What follows belongs to an exercise in optimizing a design on an open flow for small area; a production flow would make more cautious choices. Only simulation tests tie the RTL to the original design; equivalence was not proved. Power and IR drop assume default switching activity.

File: standard.sh
#!/bin/bash
# synth_recipe.tcl (not shown) runs the flow's synth.tcl, then flattens the netlist and writes it again
# the make line also repeats each setting of config.mk as NAME=value (left out here)
make -C /OpenROAD-flow-scripts/flow DESIGN_CONFIG=/design/flow/config.mk WORK_HOME=/design/flow/orfs CLKGATE_MAP_FILE= SYNTH_SCRIPT=/design/flow/synth_recipe.tcl "${@:-finish}"
File: design.v
package regfile_pkg;
  typedef enum logic {ST_CLEAR, ST_RUN} state_t;
  localparam int DATA_W_DEF = 32;
  localparam int ADDR_W_DEF = 5;
  localparam int REG_ZERO = 0;
endpackage
module regfile_scoreboard
#(
  parameter int ADDR_W = regfile_pkg::ADDR_W_DEF,
  parameter int NUM_RD = 4,
  parameter int SB_W = 2
) (
  input  logic                            clk,
  input  logic                            reset,
  input  logic                            run,
  input  logic [(1<<ADDR_W)-2:0]          hit0,    
  input  logic [(1<<ADDR_W)-2:0]          hit1,
  input  logic                            iss_en,
  input  logic [ADDR_W-1:0]               iss_addr,
  input  logic [NUM_RD*((1<<ADDR_W)-1)-1:0] rsel,   
  output logic [NUM_RD-1:0]               rd_busy,
  output logic                            iss_ready
);
  localparam int NREG = (1 << ADDR_W) - 1;
  logic [NREG*SB_W-1:0] cnt;
  logic [NREG-1:0] nz, full, isel;
  logic acc;
  for (genvar r = 1; r <= NREG; r++) begin : g_flag
    assign nz[r-1] = cnt[(r-1)*SB_W +: SB_W] != '0;
    assign full[r-1] = cnt[(r-1)*SB_W +: SB_W] == '1;
    assign isel[r-1] = iss_addr == ADDR_W'(r);
  end
  assign iss_ready = run && !(|(isel & full));
  assign acc = iss_en && iss_ready;
  for (genvar r = 0; r < NREG; r++) begin : g_cnt
    logic [SB_W-1:0] n;
    regfile_sbcnt #(.SB_W(SB_W)) u_c (
      .c(cnt[r*SB_W +: SB_W]), .inc(acc && isel[r]), .dec0(hit0[r]), .dec1(hit1[r]), .n(n)
    );
    always_ff @(posedge clk) begin
      if (reset) cnt[r*SB_W +: SB_W] <= '0;
      else cnt[r*SB_W +: SB_W] <= n;
    end
  end
  for (genvar k = 0; k < NUM_RD; k++) begin : g_busy
    assign rd_busy[k] = |(rsel[k*NREG +: NREG] & nz);
  end
endmodule
module regfile_sbcnt #(parameter int SB_W = 2) (
  input  logic [SB_W-1:0] c,
  input  logic            inc,
  input  logic            dec0,
  input  logic            dec1,
  output logic [SB_W-1:0] n
);
  logic a1, a0, z, x, y;
  assign a0 = c[0] ^ inc;             
  assign a1 = c[1] | (c[0] & inc);
  assign z = !(dec0 | dec1);          
  assign x = dec0 ^ dec1;             
  assign y = dec0 & dec1;             
  assign n[1] = a1 & (z | (x & a0));
  assign n[0] = (z & a0) | (x & a1 & !a0) | (y & a1 & a0);
endmodule
module regfile_mp
#(
  parameter int DATA_W = regfile_pkg::DATA_W_DEF,
  parameter int ADDR_W = regfile_pkg::ADDR_W_DEF,
  parameter int NUM_RD = 4,
  parameter int NUM_WR = 2,
  parameter int SB_W = 2,
  parameter int ZERO_REG = 1
) (
  input  logic                     clk,
  input  logic                     reset,
  input  logic [NUM_RD*ADDR_W-1:0] rd_addr,
  output logic [NUM_RD*DATA_W-1:0] rd_data,
  output logic [NUM_RD-1:0]        rd_busy,
  input  logic [NUM_WR-1:0]        wr_en,
  input  logic [NUM_WR*ADDR_W-1:0] wr_addr,
  input  logic [NUM_WR*DATA_W-1:0] wr_data,
  input  logic                     iss_en,
  input  logic [ADDR_W-1:0]        iss_addr,
  output logic                     iss_ready,
  output logic                     init_done
);
  localparam int DEPTH = 1 << ADDR_W;
  localparam int NREG = DEPTH - 1;   
  logic run;
  logic [ADDR_W-1:0] clr_idx;
  logic [DEPTH-1:0] hit0, hit1, s0, s1, hold;
  logic [NREG*DATA_W-1:0] regs;      
  logic [NREG*DATA_W-1:0] regs_nxt;
  logic [NUM_RD*NREG-1:0] rsel;      
  assign init_done = run;
  always_ff @(posedge clk) begin
    if (reset) begin
      run <= 1'b0;
      clr_idx <= '0;
    end else if (!run) begin
      clr_idx <= clr_idx + 1'b1;
      if (clr_idx == '1) run <= 1'b1;
    end
  end
  for (genvar r = 0; r < DEPTH; r++) begin : g_dec
    assign hit0[r] = wr_en[0] && wr_addr[ADDR_W-1:0] == ADDR_W'(r);
    assign hit1[r] = wr_en[1] && wr_addr[2*ADDR_W-1:ADDR_W] == ADDR_W'(r);
    assign s1[r] = run && hit1[r];
    assign s0[r] = run && hit0[r] && !hit1[r];
    assign hold[r] = run && !hit0[r] && !hit1[r];
  end
  for (genvar r = 1; r < DEPTH; r++) begin : g_reg
    for (genvar b = 0; b < DATA_W; b++) begin : g_bit
      regfile_wbit u_wb (
        .s0(s0[r]), .s1(s1[r]), .hold(hold[r]),
        .d0(wr_data[b]), .d1(wr_data[DATA_W + b]), .q(regs[(r-1)*DATA_W + b]),
        .nxt(regs_nxt[(r-1)*DATA_W + b])
      );
    end
  end
  always_ff @(posedge clk) regs <= regs_nxt;
  for (genvar r = 1; r < DEPTH; r++) begin : g_col
    for (genvar k = 0; k < NUM_RD; k++) begin : g_sel
      assign rsel[k*NREG + r-1] = run && rd_addr[k*ADDR_W +: ADDR_W] == ADDR_W'(r);
    end
  end
  logic [DEPTH*DATA_W-1:0] rfile;
  assign rfile = {regs, {DATA_W{1'b0}}};
  for (genvar k = 0; k < NUM_RD; k++) begin : g_rd
    assign rd_data[k*DATA_W +: DATA_W] = run ? rfile[rd_addr[k*ADDR_W +: ADDR_W]*DATA_W +: DATA_W] : '0;
  end
  regfile_scoreboard #(
    .ADDR_W(ADDR_W), .NUM_RD(NUM_RD), .SB_W(SB_W)
  ) u_sb (
    .clk(clk), .reset(reset), .run(run),
    .hit0(hit0[DEPTH-1:1]), .hit1(hit1[DEPTH-1:1]),
    .iss_en(iss_en), .iss_addr(iss_addr),
    .rsel(rsel), .rd_busy(rd_busy), .iss_ready(iss_ready)
  );
endmodule
module regfile_wbit (
  input  logic s0,
  input  logic s1,
  input  logic hold,
  input  logic d0,
  input  logic d1,
  input  logic q,
  output logic nxt
);
  assign nxt = (s0 && d0) || (s1 && d1) || (hold && q);
endmodule
File: flow/run.sh
#!/bin/bash
# Layout flow: the standard ORFS flow (standard.sh, with its unchanged synthesis and steps),
# except that the port buffers are plain buf_2 cells instead of the default delay buffers, and
# clock tree synthesis adds no dummy loads. Every port still gets a buffer.
set -euo pipefail
export BUFFER_PORTS_ARGS="-buffer_cell sky130_fd_sc_hd__buf_2"
export CTS_ARGS="-sink_clustering_enable -repair_clock_nets -dont_use_dummy_load -buf_list {sky130_fd_sc_hd__clkbuf_4 sky130_fd_sc_hd__clkbuf_8}"
bash standard.sh > standard_flow.log 2>&1
File: constraint.sdc
create_clock -name core_clock -period 6.0 [get_ports {clk}]
set_input_delay 1.2000 -clock core_clock [delete_from_list [all_inputs] [get_ports {clk}]]
set_output_delay 1.2000 -clock core_clock [all_outputs]
set_load 0.01 [all_outputs]
File: config.mk
export PLATFORM = sky130hd
export DESIGN_NAME = regfile_mp
export DESIGN_NICKNAME = regfile_mp
export VERILOG_FILES = /design/flow/design.v
export SDC_FILE = /design/flow/constraint.sdc
export NUM_CORES = 4
export LEC_CHECK = 0
export CAP_MARGIN = 20
export CELL_PAD_IN_SITES_DETAIL_PLACEMENT = 1
export CELL_PAD_IN_SITES_GLOBAL_PLACEMENT = 1
export CORE_MARGIN = 2
export CORE_UTILIZATION = 25
export CTS_BUF_LIST = sky130_fd_sc_hd__clkbuf_4 sky130_fd_sc_hd__clkbuf_8
export PLACE_DENSITY = 0.3
export SLEW_MARGIN = 20
export SYNTH_HIERARCHICAL = 1
export SYNTH_MINIMUM_KEEP_SIZE = 0
==> impl_metrics.prom <==
# TYPE chip_impl_metric gauge
chip_impl_info{name="tritoncts",value="done"} 1
chip_impl_info{name="result_of_the_run",value="finished clean"} 1
chip_impl_metric{name="clockPowerShare",unit="%"} 43.0
chip_impl_metric{name="synthesis.yosys.warnings",unit=""} 8
chip_impl_metric{name="count_of_flip_flops_with_a_built_in_enable_after_synthesis",unit=""} 0
chip_impl_info{name="crit-reg2reg-capture",value="regs[535]"} 1
chip_impl_info{name="post_synth_most_frequent_cells",value="inv_1, dfxtp_1, a222oi_1"} 1
chip_impl_metric{name="globalRouteOverflowTotal",unit=""} 0
chip_impl_metric{name="drt-total-wl",unit="um"} 613000
chip_impl_info{name="setup.worst_path.end_class",value="output pin"} 1
chip_impl_info{name="ys.flop_type",value="dfxtp_1"} 1
chip_impl_metric{name="core",unit="um2"} 296000
chip_impl_info{name="post-synth-top-count-cell",value="inv_1"} 1
chip_impl_metric{name="ctsLongestPathBuffers",unit=""} 4
chip_impl_metric{name="finClkSkew",unit="ns"} 0.119
chip_impl_metric{name="drt-vias-per-instance",unit=""} 6.84
chip_impl_metric{name="synth-seq-area-share",unit="%"} 28.6
chip_impl_info{name="holdCritStartpoint",value="clr_idx[4]"} 1
chip_impl_metric{name="pin_count_of_the_biggest_net_entering_global_routing",unit=""} 55
chip_impl_metric{name="dp.cells",unit=""} 11437
chip_impl_metric{name="syn-mean-instance-area",unit="um2"} 10.3
chip_impl_metric{name="holdBufCountCts",unit=""} 0
chip_impl_metric{name="remaining_number_of_nets_flagged_by_the_antenna_check_after_routing",unit=""} 0
chip_impl_metric{name="worst_skew_pair.late_latency",unit="ns"} 1.10
chip_impl_metric{name="leakagePower",unit="nW"} 38.1
chip_impl_metric{name="ctsResizeCount",unit=""} 0
chip_impl_metric{name="std_cell_rows",unit=""} 200
chip_impl_metric{name="synth.top_cell.area_share",unit="%"} 28.6
chip_impl_metric{name="number_of_cells_produced_by_synthesis",unit=""} 7201
chip_impl_metric{name="last_weighted_congestion_value_of_the_routability_driven_placer",unit=""} 0.905
chip_impl_metric{name="area_growth_syn_to_layout",unit="%"} 17.2
chip_impl_metric{name="post-route-period-util",unit="%"} 98.1
chip_impl_metric{name="hold_viol_final",unit=""} 0
chip_impl_metric{name="rrSetupSlack",unit="ns"} 2.35
chip_impl_metric{name="start_util",unit="%"} 25.1
chip_impl_metric{name="cp.required",unit="ns"} 4.80
chip_impl_metric{name="cts.repair_timing.setup_buffer_count",unit=""} 0
chip_impl_metric{name="p_switching",unit="mW"} 5.36
chip_impl_info{name="unrepaired_setup_endpoints_after_global_routing",value="false"} 1
chip_impl_metric{name="drc_errors",unit=""} 0
chip_impl_metric{name="chipWidth",unit="um"} 549
chip_impl_info{name="worstSetupEndpoint",value="rd_data[86]"} 1
chip_impl_metric{name="cap_violations",unit=""} 0
chip_impl_metric{name="drive_gt1_share",unit="%"} 25.5
chip_impl_metric{name="synth.distinct_cells",unit=""} 77
chip_impl_info{name="criticalPathCategory",value="reg2out"} 1
chip_impl_metric{name="number_of_pins_with_negative_max_slew_slack_in_the_final_report",unit=""} 0
chip_impl_metric{name="drt_pre_antenna_iters",unit=""} 13
chip_impl_metric{name="final-instance-count-excl-fill",unit=""} 11736
chip_impl_metric{name="chipHeight",unit="um"} 549
chip_impl_metric{name="final_setup_vio_count",unit=""} 0
chip_impl_metric{name="grt_pass1_wl",unit="um"} 795000
chip_impl_metric{name="max-vdd-ir-drop",unit="uV"} 145
chip_impl_metric{name="relSlewSlack",unit="%"} 16.0
chip_impl_metric{name="cts.reportedPaths.clkPinSlew",unit="ns"} 0.05
chip_impl_metric{name="antenna_violations_before_repair",unit=""} 108
chip_impl_metric{name="place_hpwl",unit="um"} 401000
chip_impl_metric{name="internal_power",unit="mW"} 11.0
chip_impl_metric{name="ports",unit=""} 238
chip_impl_metric{name="worst-slew-pin-transition",unit="ns"} 1.26
chip_impl_info{name="worst_setup_path_start_kind",value="register"} 1
chip_impl_metric{name="vias",unit=""} 80283
chip_impl_metric{name="cts_inserted_buffers",unit=""} 234
chip_impl_info{name="clockRootBuffer",value="clkbuf_8"} 1
chip_impl_metric{name="io_buffers",unit=""} 237
chip_impl_metric{name="switching_share",unit="%"} 32.7
chip_impl_metric{name="critPathMaxFanout",unit=""} 21
chip_impl_info{name="hold_path_class",value="reg2reg"} 1
chip_impl_metric{name="fin_hold_ws",unit="ns"} 0.508
chip_impl_metric{name="multi_input_comb_area",unit="um2"} 47100
chip_impl_info{name="worstReg2RegStart",value="run"} 1
chip_impl_metric{name="die_area",unit="um2"} 301000
chip_impl_info{name="synth.top_cells.by_area",value="dfxtp_1, mux4_2, a222oi_1"} 1
chip_impl_metric{name="worstRegToRegCells",unit=""} 7
chip_impl_info{name="worstSetupStartpoint",value="run"} 1
chip_impl_metric{name="syn-cell-area",unit="um2"} 74200
chip_impl_metric{name="number_of_global_route_vias_before_repair",unit=""} 77996
chip_impl_metric{name="regArea",unit="um2"} 21200
chip_impl_metric{name="synth.ff_latch_count",unit=""} 1060
chip_impl_metric{name="dp_slack",unit="ns"} 0.143
chip_impl_metric{name="synthesis.nets",unit=""} 7400
chip_impl_info{name="synth_area_leader_cell",value="dfxtp_1"} 1
chip_impl_metric{name="cts_sinks",unit=""} 1060
chip_impl_metric{name="timing.fmax",unit="MHz"} 170
chip_impl_metric{name="asyncSetResetFlopFracSynth",unit="%"} 0
chip_impl_metric{name="grtUsageTotal",unit="%"} 39.3
chip_impl_metric{name="htree_num_levels",unit=""} 4
chip_impl_metric{name="final_stage_net_count",unit=""} 7933
chip_impl_metric{name="fillers",unit=""} 33190
chip_impl_metric{name="cp.arrival",unit="ns"} 4.69
chip_impl_metric{name="routedWlPerCell",unit="um"} 52.2
chip_impl_metric{name="power_frac_comb",unit="%"} 14.1
chip_impl_metric{name="power.share.sequential",unit="%"} 43.0
chip_impl_metric{name="timing.final.crit_period",unit="ns"} 5.89
chip_impl_metric{name="detailedRoute.firstIterationViolations",unit=""} 14968
chip_impl_metric{name="pwr_density_cell",unit="nW/um2"} 189
chip_impl_metric{name="finalWorstSetupSlack",unit="ns"} 0.113
[cell families after synthesis]
| logic type | Yosys count | share of synthesized area [%] |
|---|---|---|
| DFF | 1060 | 28.6 |
| AOI/OAI and AO/OA | 1995 | 23.1 |
| buffers and inverters | 1580 | 9.05 |
| muxes | 1421 | 30.8 |
| and+or+nand+nor | 1047 | 6.85 |
| adders and majority gates | 95 | 1.60 |
| xor gates and xnor gates | 3 | 0.0354 |
[modules after synthesis, one instance, submodules excluded, excerpt]
module	flip-flops and latches	cell area, um2	copies in the design
regfile_mp	998	54700	1
regfile_wbit	0	13.8	992
[registers in the layout (all words and copies together), names as in the netlist]
register,flops
u_sb.cnt,62
clr_idx,5
run,1
regs,992
[worst min-delay path by stage]
stage,end,slack [ns],depth (start not counted)
5_1_grt,clr_idx[4],0.56,2
6_report,clr_idx[4],0.51,2
3_5_place_dp,clr_idx[4],0.50,2
3_3_place_gp,clr_idx[4],0.49,2
4_1_cts,clr_idx[4],0.51,2
2_1_floorplan,clr_idx[4],0.47,2
[metrics by stage]
step	power [mW]	cell area, um2	setup TNS, ns	utilization [%]
after floorplan	8.18	74200	0	-
after global placement	9.44	83500	-0.324	28.2
after detailed placement	9.44	83600	0	28.2
after CTS	16.5	86800	0	29.3
after global routing	16.8	86900	0	29.4
final	16.4	87000	0	29.4
[critical path, cell delays in order, from the launching register on]
cell and delay, ns:
dfxtp_4 0.74, nand2_1 0.80, or2_2 0.91, o221ai_1 0.87, buf_2 0.28
[cell usage in the layout, fill, tap and decap left out, drive strengths merged, types with 26 or more instances in the layout]
master and n:
inv 1095, dfxtp 1060, a222oi 992, buf 780, mux4 665, mux2i 608, nor2 375, clkbuf 235
o21ai 164, a22oi 150, mux2 148, nand2 145, a21oi 141, nor2b 129, nor3 128, ha 95
nand3 93, a221oi 83, o221ai 80, o22ai 69, diode 65, a2111oi 53, a31oi 46, nand4 38
nor4 36, nand2b 34, o211ai 33, o311ai 31, a22o 26
[routing by layer]
metal  part of all wire (%)  GRT usage, %  vias up  routed length [um]
li1                       -             -    30658                   -
met1                     40          49.8    43207              244000
met2                     44          60.9     5162              272000
met3                    8.9          8.46     1236               54700
met4                    6.8          24.2       20               41600
met5                  0.020             0        -                 124
[power by group through the flow]
stage | Sequential [mW] | Clock [mW] | Combinational, mW
floorplan | 7.20 | 0 | 0.986
global placement | 7.20 | 0 | 2.24
detailed placement | 7.20 | 0 | 2.25
CTS | 7.05 | 7.23 | 2.25
global route | 7.04 | 7.45 | 2.30
finish | 7.05 | 7.05 | 2.30
[area by class of cell]
class                      instances  share of cell area, %
clock buffer                     234                   3.70
inverter                        1095                   4.73
timing repair buffer             782                   7.20
tap                             3939                   5.67
antenna                           65                  0.187
multi-input combinational       4561                   54.1
sequential                      1060                   24.4

port drivers added, routing unchanged:
In the flow no input, the clock included, has a driving cell. The finished layout below was timed again as built, in two steps.
Step 1, drivers: a clkbuf_16 drives clk and a buf_2 each remaining input, both assumed.
Step 2 adds t to the input delays and takes it off the output delays; t is the mean of the earliest and latest rising clock arrival at the registers after step 1. Input paths then give back, and output paths get back, about the clock's delay inside the block.
a / b / c = no drivers / after step 1 / after step 2; a / b = the first two.
t (ns): 1.148
slack for setup (ns): 0.113 / 0.001 / 0.092
worst setup path at the end: input to output
cell pins on the clock port's net: 1
After both steps this run still meets setup and hold. The setup slack of this run moves by -0.112 ns with the drivers and by -0.021 ns with both steps.
